Source: an optimization exercise on an open RTL-to-GDS flow (aim: small area). Production flows keep margins and buffers that such runs may drop. At most, simulation tests tie the RTL to the original design; equivalence was not proved. Power and IR drop assume default switching activity.

==> inputs of 04-09 <==
==> flow/design.v <==
package regfile_scoreboard_pkg;
  localparam int DATA_W  = 32;
  localparam int ADDR_W  = 5;
  localparam int CNT_W   = 2;
  localparam int NREGS   = 2 ** ADDR_W;
  localparam int CNT_MAX = (2 ** CNT_W) - 1;
  typedef logic [DATA_W-1:0] data_t;
  typedef logic [ADDR_W-1:0] reg_idx_t;
  typedef logic [CNT_W-1:0]  cnt_t;
  localparam reg_idx_t REG_ZERO  = '0;
  localparam cnt_t     CNT_ONE   = cnt_t'(1);
  localparam cnt_t     CNT_LIMIT = cnt_t'(CNT_MAX);
endpackage
module wb_scoreboard (
  input  logic     clk,
  input  logic     reset,
  input  logic [regfile_scoreboard_pkg::NREGS-1:0] wdec,
  input  logic [regfile_scoreboard_pkg::NREGS-1:0] dec1,
  input  logic [regfile_scoreboard_pkg::NREGS-1:0] dec2,
  input  logic     issue_valid,
  input  logic     issue_writes,
  input  regfile_scoreboard_pkg::reg_idx_t issue_reg,
  input  logic     src1_used,
  input  logic     src2_used,
  output logic     stall,
  output logic     err_underflow
);
  localparam int NREGS = regfile_scoreboard_pkg::NREGS;
  logic [NREGS-1:0] idec;    
  logic [NREGS-1:0] busy;    
  logic [NREGS-1:0] sat;     
  logic [NREGS-1:0] empty;   
  logic [NREGS-1:0] iss_v;   
  logic             iss;
  logic             haz1, haz2, dst_full;
  always_comb begin
    idec = '0;
    for (int i = 1; i < NREGS; i++)
      idec[i] = (issue_reg == 5'(i));
  end
  assign busy[0]  = 1'b0;
  assign sat[0]   = 1'b0;
  assign empty[0] = 1'b1;
  for (genvar g = 1; g < NREGS; g++) begin : g_cnt
    regfile_scoreboard_pkg::cnt_t cnt_r;
    assign busy[g]  = cnt_r[1] || (cnt_r[0] && !wdec[g]);
    assign sat[g]   = (cnt_r == regfile_scoreboard_pkg::CNT_LIMIT) && !wdec[g];
    assign empty[g] = (cnt_r == '0);
    always_ff @(posedge clk) begin
      if (reset) begin
        cnt_r <= '0;
      end else if (iss_v[g] && !wdec[g]) begin
        cnt_r <= cnt_r + regfile_scoreboard_pkg::CNT_ONE;
      end else if (wdec[g] && !iss_v[g] && !empty[g]) begin
        cnt_r <= cnt_r - regfile_scoreboard_pkg::CNT_ONE;
      end
    end
  end
  assign haz1     = src1_used && |(dec1 & busy);
  assign haz2     = src2_used && |(dec2 & busy);
  assign dst_full = issue_writes && |(idec & sat);
  assign stall = issue_valid && (haz1 || haz2 || dst_full);
  assign iss   = issue_valid && issue_writes && !stall;
  assign iss_v = {NREGS{iss}} & idec;
  always_ff @(posedge clk) begin
    if (reset)
      err_underflow <= 1'b0;
    else if (|(wdec & ~iss_v & empty))
      err_underflow <= 1'b1;
  end
endmodule
module regfile_scoreboard (
  input  logic                 clk,
  input  logic                 reset,
  input  logic [31:0]          WriteData,
  input  logic [4:0]           WriteReg,
  input  logic                 RegWrite,
  input  logic [4:0]           ReadReg1,
  input  logic [4:0]           ReadReg2,
  input  logic                 Src1Used,
  input  logic                 Src2Used,
  input  logic                 IssueValid,
  input  logic                 IssueWrites,
  input  logic [4:0]           IssueReg,
  output logic [31:0]          ReadData1,
  output logic [31:0]          ReadData2,
  output logic                 Stall,
  output logic                 ErrUnderflow
);
  localparam int NREGS = regfile_scoreboard_pkg::NREGS;
  logic             we;
  logic [NREGS-1:0] wdec;    
  logic [NREGS-1:0] dec1;    
  logic [NREGS-1:0] dec2;    
  logic [NREGS-1:0] sel1;    
  logic [NREGS-1:0] sel2;    
  logic             byp1, byp2;
  logic [31:0]      wd_g;    
  assign we = RegWrite && (WriteReg != regfile_scoreboard_pkg::REG_ZERO);
  always_comb begin
    wdec = '0;
    dec1 = '0;
    dec2 = '0;
    for (int i = 1; i < NREGS; i++) begin
      wdec[i] = we && (WriteReg == 5'(i));
      dec1[i] = (ReadReg1 == 5'(i));
      dec2[i] = (ReadReg2 == 5'(i));
    end
  end
  assign wd_g = reset ? '0 : WriteData;
  regfile_scoreboard_pkg::data_t rf [1:NREGS-1];
  for (genvar g = 1; g < NREGS; g++) begin : g_reg
    always_ff @(posedge clk) begin
      if (reset || wdec[g])
        rf[g] <= wd_g;
    end
  end
  assign byp1 = we && (WriteReg == ReadReg1);
  assign byp2 = we && (WriteReg == ReadReg2);
  assign sel1 = dec1 & ~wdec;
  assign sel2 = dec2 & ~wdec;
  always_comb begin
    ReadData1 = byp1 ? WriteData : '0;
    ReadData2 = byp2 ? WriteData : '0;
    for (int i = 1; i < NREGS; i++) begin
      ReadData1 = ReadData1 | ({32{sel1[i]}} & rf[i]);
      ReadData2 = ReadData2 | ({32{sel2[i]}} & rf[i]);
    end
  end
  wb_scoreboard u_sb (
    .clk           (clk),
    .reset         (reset),
    .wdec          (wdec),
    .dec1          (dec1),
    .dec2          (dec2),
    .issue_valid   (IssueValid),
    .issue_writes  (IssueWrites),
    .issue_reg     (IssueReg),
    .src1_used     (Src1Used),
    .src2_used     (Src2Used),
    .stall         (Stall),
    .err_underflow (ErrUnderflow)
  );
endmodule
==> flow/run.sh <==
#!/bin/bash
# synth_recipe.tcl (not shown) runs the flow's synth.tcl, then flattens the netlist and writes it again
# the make line also repeats each setting of config.mk as NAME=value (left out here)
make -C /OpenROAD-flow-scripts/flow DESIGN_CONFIG=/design/flow/config.mk WORK_HOME=/design/flow/orfs CLKGATE_MAP_FILE= SYNTH_SCRIPT=/design/flow/synth_recipe.tcl finish
==> flow/config.mk <==
export PLATFORM = sky130hd
export DESIGN_NAME = regfile_scoreboard
export DESIGN_NICKNAME = regfile_scoreboard
export VERILOG_FILES = /design/flow/design.v
export SDC_FILE = /design/flow/constraint.sdc
export NUM_CORES = 4
export LEC_CHECK = 0
export CAP_MARGIN = 20
export CORE_MARGIN = 2
export CORE_UTILIZATION = 40
export SLEW_MARGIN = 20
==> flow/constraint.sdc <==
create_clock -name core_clock -period 5.5 [get_ports {clk}]
set_input_delay 1.1000 -clock core_clock [delete_from_list [all_inputs] [get_ports {clk}]]
set_output_delay 1.1000 -clock core_clock [all_outputs]
set_load 0.01 [all_outputs]
==> 02-17 (differences from 04-09) <==
==> flow/design.v, changed modules only <==
module wb_scoreboard (
  input  logic     clk,
  input  logic     reset,
  input  logic     we,
  input  logic [regfile_scoreboard_pkg::NREGS-1:0] wdec,
  input  regfile_scoreboard_pkg::reg_idx_t write_reg,
  input  logic [regfile_scoreboard_pkg::NREGS-1:0] dec1,
  input  logic [regfile_scoreboard_pkg::NREGS-1:0] dec2,
  input  logic     byp1,
  input  logic     byp2,
  input  logic     issue_valid,
  input  logic     issue_writes,
  input  regfile_scoreboard_pkg::reg_idx_t issue_reg,
  input  logic     src1_used,
  input  logic     src2_used,
  output logic     stall,
  output logic     err_underflow
);
  localparam int NREGS = regfile_scoreboard_pkg::NREGS;
  logic [NREGS-1:0] idec;    
  logic [NREGS-1:0] c_hi;    
  logic [NREGS-1:0] c_lo;    
  logic [NREGS-1:0] empty;   
  logic [NREGS-1:0] iss_v;   
  logic             iss, bypi;
  logic             hi1, lo1, hi2, lo2, full3, empty_w;
  logic             haz1, haz2, dst_full;
  always_comb begin
    idec = '0;
    for (int i = 1; i < NREGS; i++)
      idec[i] = (issue_reg == 5'(i));
  end
  assign c_hi[0]  = 1'b0;
  assign c_lo[0]  = 1'b0;
  assign empty[0] = 1'b1;
  for (genvar g = 1; g < NREGS; g++) begin : g_cnt
    regfile_scoreboard_pkg::cnt_t cnt_r;
    assign c_hi[g]  = cnt_r[1];
    assign c_lo[g]  = cnt_r[0];
    assign empty[g] = (cnt_r == '0);
    always_ff @(posedge clk) begin
      if (reset) begin
        cnt_r <= '0;
      end else if (iss_v[g] && !wdec[g]) begin
        cnt_r <= cnt_r + regfile_scoreboard_pkg::CNT_ONE;
      end else if (wdec[g] && !iss_v[g] && !empty[g]) begin
        cnt_r <= cnt_r - regfile_scoreboard_pkg::CNT_ONE;
      end
    end
  end
  assign hi1   = |(dec1 & c_hi);
  assign lo1   = |(dec1 & c_lo);
  assign hi2   = |(dec2 & c_hi);
  assign lo2   = |(dec2 & c_lo);
  assign full3 = |(idec & c_hi & c_lo);
  assign bypi     = we && (write_reg == issue_reg);
  assign haz1     = src1_used && (hi1 || (lo1 && !byp1));
  assign haz2     = src2_used && (hi2 || (lo2 && !byp2));
  assign dst_full = issue_writes && full3 && !bypi;
  assign stall = issue_valid && (haz1 || haz2 || dst_full);
  assign iss   = issue_valid && issue_writes && !stall;
  assign iss_v = {NREGS{iss}} & idec;
  assign empty_w = |(wdec & empty);
  always_ff @(posedge clk) begin
    if (reset)
      err_underflow <= 1'b0;
    else if (empty_w && !(iss && bypi))
      err_underflow <= 1'b1;
  end
endmodule
module regfile_scoreboard (
  input  logic                 clk,
  input  logic                 reset,
  input  logic [31:0]          WriteData,
  input  logic [4:0]           WriteReg,
  input  logic                 RegWrite,
  input  logic [4:0]           ReadReg1,
  input  logic [4:0]           ReadReg2,
  input  logic                 Src1Used,
  input  logic                 Src2Used,
  input  logic                 IssueValid,
  input  logic                 IssueWrites,
  input  logic [4:0]           IssueReg,
  output logic [31:0]          ReadData1,
  output logic [31:0]          ReadData2,
  output logic                 Stall,
  output logic                 ErrUnderflow
);
  localparam int NREGS = regfile_scoreboard_pkg::NREGS;
  logic             we;
  logic [NREGS-1:0] wdec;    
  logic [NREGS-1:0] dec1;    
  logic [NREGS-1:0] dec2;    
  logic             byp1, byp2;
  logic [31:0]      wd_g;    
  assign we = RegWrite && (WriteReg != regfile_scoreboard_pkg::REG_ZERO);
  always_comb begin
    wdec = '0;
    dec1 = '0;
    dec2 = '0;
    for (int i = 1; i < NREGS; i++) begin
      wdec[i] = we && (WriteReg == 5'(i));
      dec1[i] = (ReadReg1 == 5'(i));
      dec2[i] = (ReadReg2 == 5'(i));
    end
  end
  assign wd_g = reset ? '0 : WriteData;
  regfile_scoreboard_pkg::data_t rf [1:NREGS-1];
  for (genvar g = 1; g < NREGS; g++) begin : g_reg
    always_ff @(posedge clk) begin
      if (reset || wdec[g])
        rf[g] <= wd_g;
    end
  end
  assign byp1 = we && (WriteReg == ReadReg1);
  assign byp2 = we && (WriteReg == ReadReg2);
  logic [31:0] st1, st2;
  always_comb begin
    st1 = '0;
    st2 = '0;
    for (int i = 1; i < NREGS; i++) begin
      st1 = st1 | ({32{dec1[i]}} & rf[i]);
      st2 = st2 | ({32{dec2[i]}} & rf[i]);
    end
  end
  assign ReadData1 = byp1 ? WriteData : st1;
  assign ReadData2 = byp2 ? WriteData : st2;
  wb_scoreboard u_sb (
    .clk           (clk),
    .reset         (reset),
    .we            (we),
    .wdec          (wdec),
    .write_reg     (WriteReg),
    .dec1          (dec1),
    .dec2          (dec2),
    .byp1          (byp1),
    .byp2          (byp2),
    .issue_valid   (IssueValid),
    .issue_writes  (IssueWrites),
    .issue_reg     (IssueReg),
    .src1_used     (Src1Used),
    .src2_used     (Src2Used),
    .stall         (Stall),
    .err_underflow (ErrUnderflow)
  );
endmodule
==> flow/flow/run.sh (new file) <==
#!/bin/bash
# Own layout flow: the standard synthesis and ORFS steps, with plain
# buffers on the ports, a clock tree of mid-size buffers without dummy loads
# and area recovery after global routing. Each step's output goes to a log
# file of its own in the work folder (ORFS's per-stage logs are under orfs/).
set -euo pipefail
bash standard.sh synth > synth.log 2>&1
bash standard.sh finish \
  "BUFFER_PORTS_ARGS=-buffer_cell sky130_fd_sc_hd__buf_2" \
  "CTS_ARGS=-sink_clustering_enable -repair_clock_nets -dont_use_dummy_load -sink_clustering_size 24 -sink_clustering_max_diameter 80 -buf_list sky130_fd_sc_hd__clkbuf_4 sky130_fd_sc_hd__clkbuf_8" \
  MATCH_CELL_FOOTPRINT=0 \
  RECOVER_POWER=100 \
  > layout.log 2>&1
==> flow/standard.sh (new file) <==
#!/bin/bash
# synth_recipe.tcl (not shown) runs the flow's synth.tcl, then flattens the netlist and writes it again
# the make line also repeats each setting of config.mk as NAME=value (left out here)
make -C /OpenROAD-flow-scripts/flow DESIGN_CONFIG=/design/flow/config.mk WORK_HOME=/design/flow/orfs CLKGATE_MAP_FILE= SYNTH_SCRIPT=/design/flow/synth_recipe.tcl "${@:-finish}"
- CORE_UTILIZATION: 40 -> 65
- GPL_TIMING_DRIVEN: not set -> 0
- PLACE_DENSITY: not set -> 0.72
removed: flow/run.sh
==> run summary <==
comb_multi_in=2197; total iterations of the first detailed-routing run=11; Setup Viol. Count Final=5; internal power=0.01482 W; inverters=24; Synth Area in Compound Gates=20.52%; wire per inst=43.51 um; Layout Check Fails=negative setup slack; status=finished with violations; Site Rows=125; Setup WS post-layout=-0.1259 ns
(the above is from 04-09)
==> run summary <==
status=stopped before the end; Log Error=[ERROR STA-0564] clock_tree_synthesis positional arguments not supported.; Stopped at=4_1_cts; Synth Instances=3752; Synth Area in Compound Gates=20.53%; IO Port Bufs=115; Site Rows=100; top post-synthesis cells by count=992 x edfxtp_1, 552 x a22oi_1, 233 x clkbuf_1; largest family of logic cells by synthesized area=compound AO/OA/AOI/OAI gates; post-synthesis xor/xnor area fraction=0.2708%; Post-Syn Area per Cell=12.93 sq um; count leader, synth=edfxtp_1; Seq/Total Area, Yosys=64.00%
(the above is from 02-17)
For 02-17, only the layout was checked, not whether the RTL still works.

[what the ideal ports hide]
In the flow no input, the clock included, has a driving cell. The finished layout below was timed again as built, in two steps.
Step 1 (the two cells are an assumption about what drives the block):
set clk [get_ports {clk}]
set_driving_cell -lib_cell sky130_fd_sc_hd__clkbuf_16 $clk
set_driving_cell -lib_cell sky130_fd_sc_hd__buf_2 [delete_from_list [all_inputs] $clk]
Step 2 adds t to the input delays and takes it off the output delays; t is the mean of the earliest and latest rising clock arrival at the registers after step 1. Input paths then give back, and output paths get back, about the clock's delay inside the block.
Slacks: no drivers / after step 1 / after step 2; pairs: no drivers / after step 1.
run: 04-09
shift t [ns]: 0.802
setup slack, ns: -0.126 / -0.154 / -0.417
hold slack, ns: 0.488 / 0.488 / 0.488
latest minus earliest clock arrival (ns): 0.031 / 0.031
worst data-port slew with drivers (ns): 0.05
The setup slack of 04-09 moves by -0.028 ns with the drivers and by -0.291 ns with both steps.
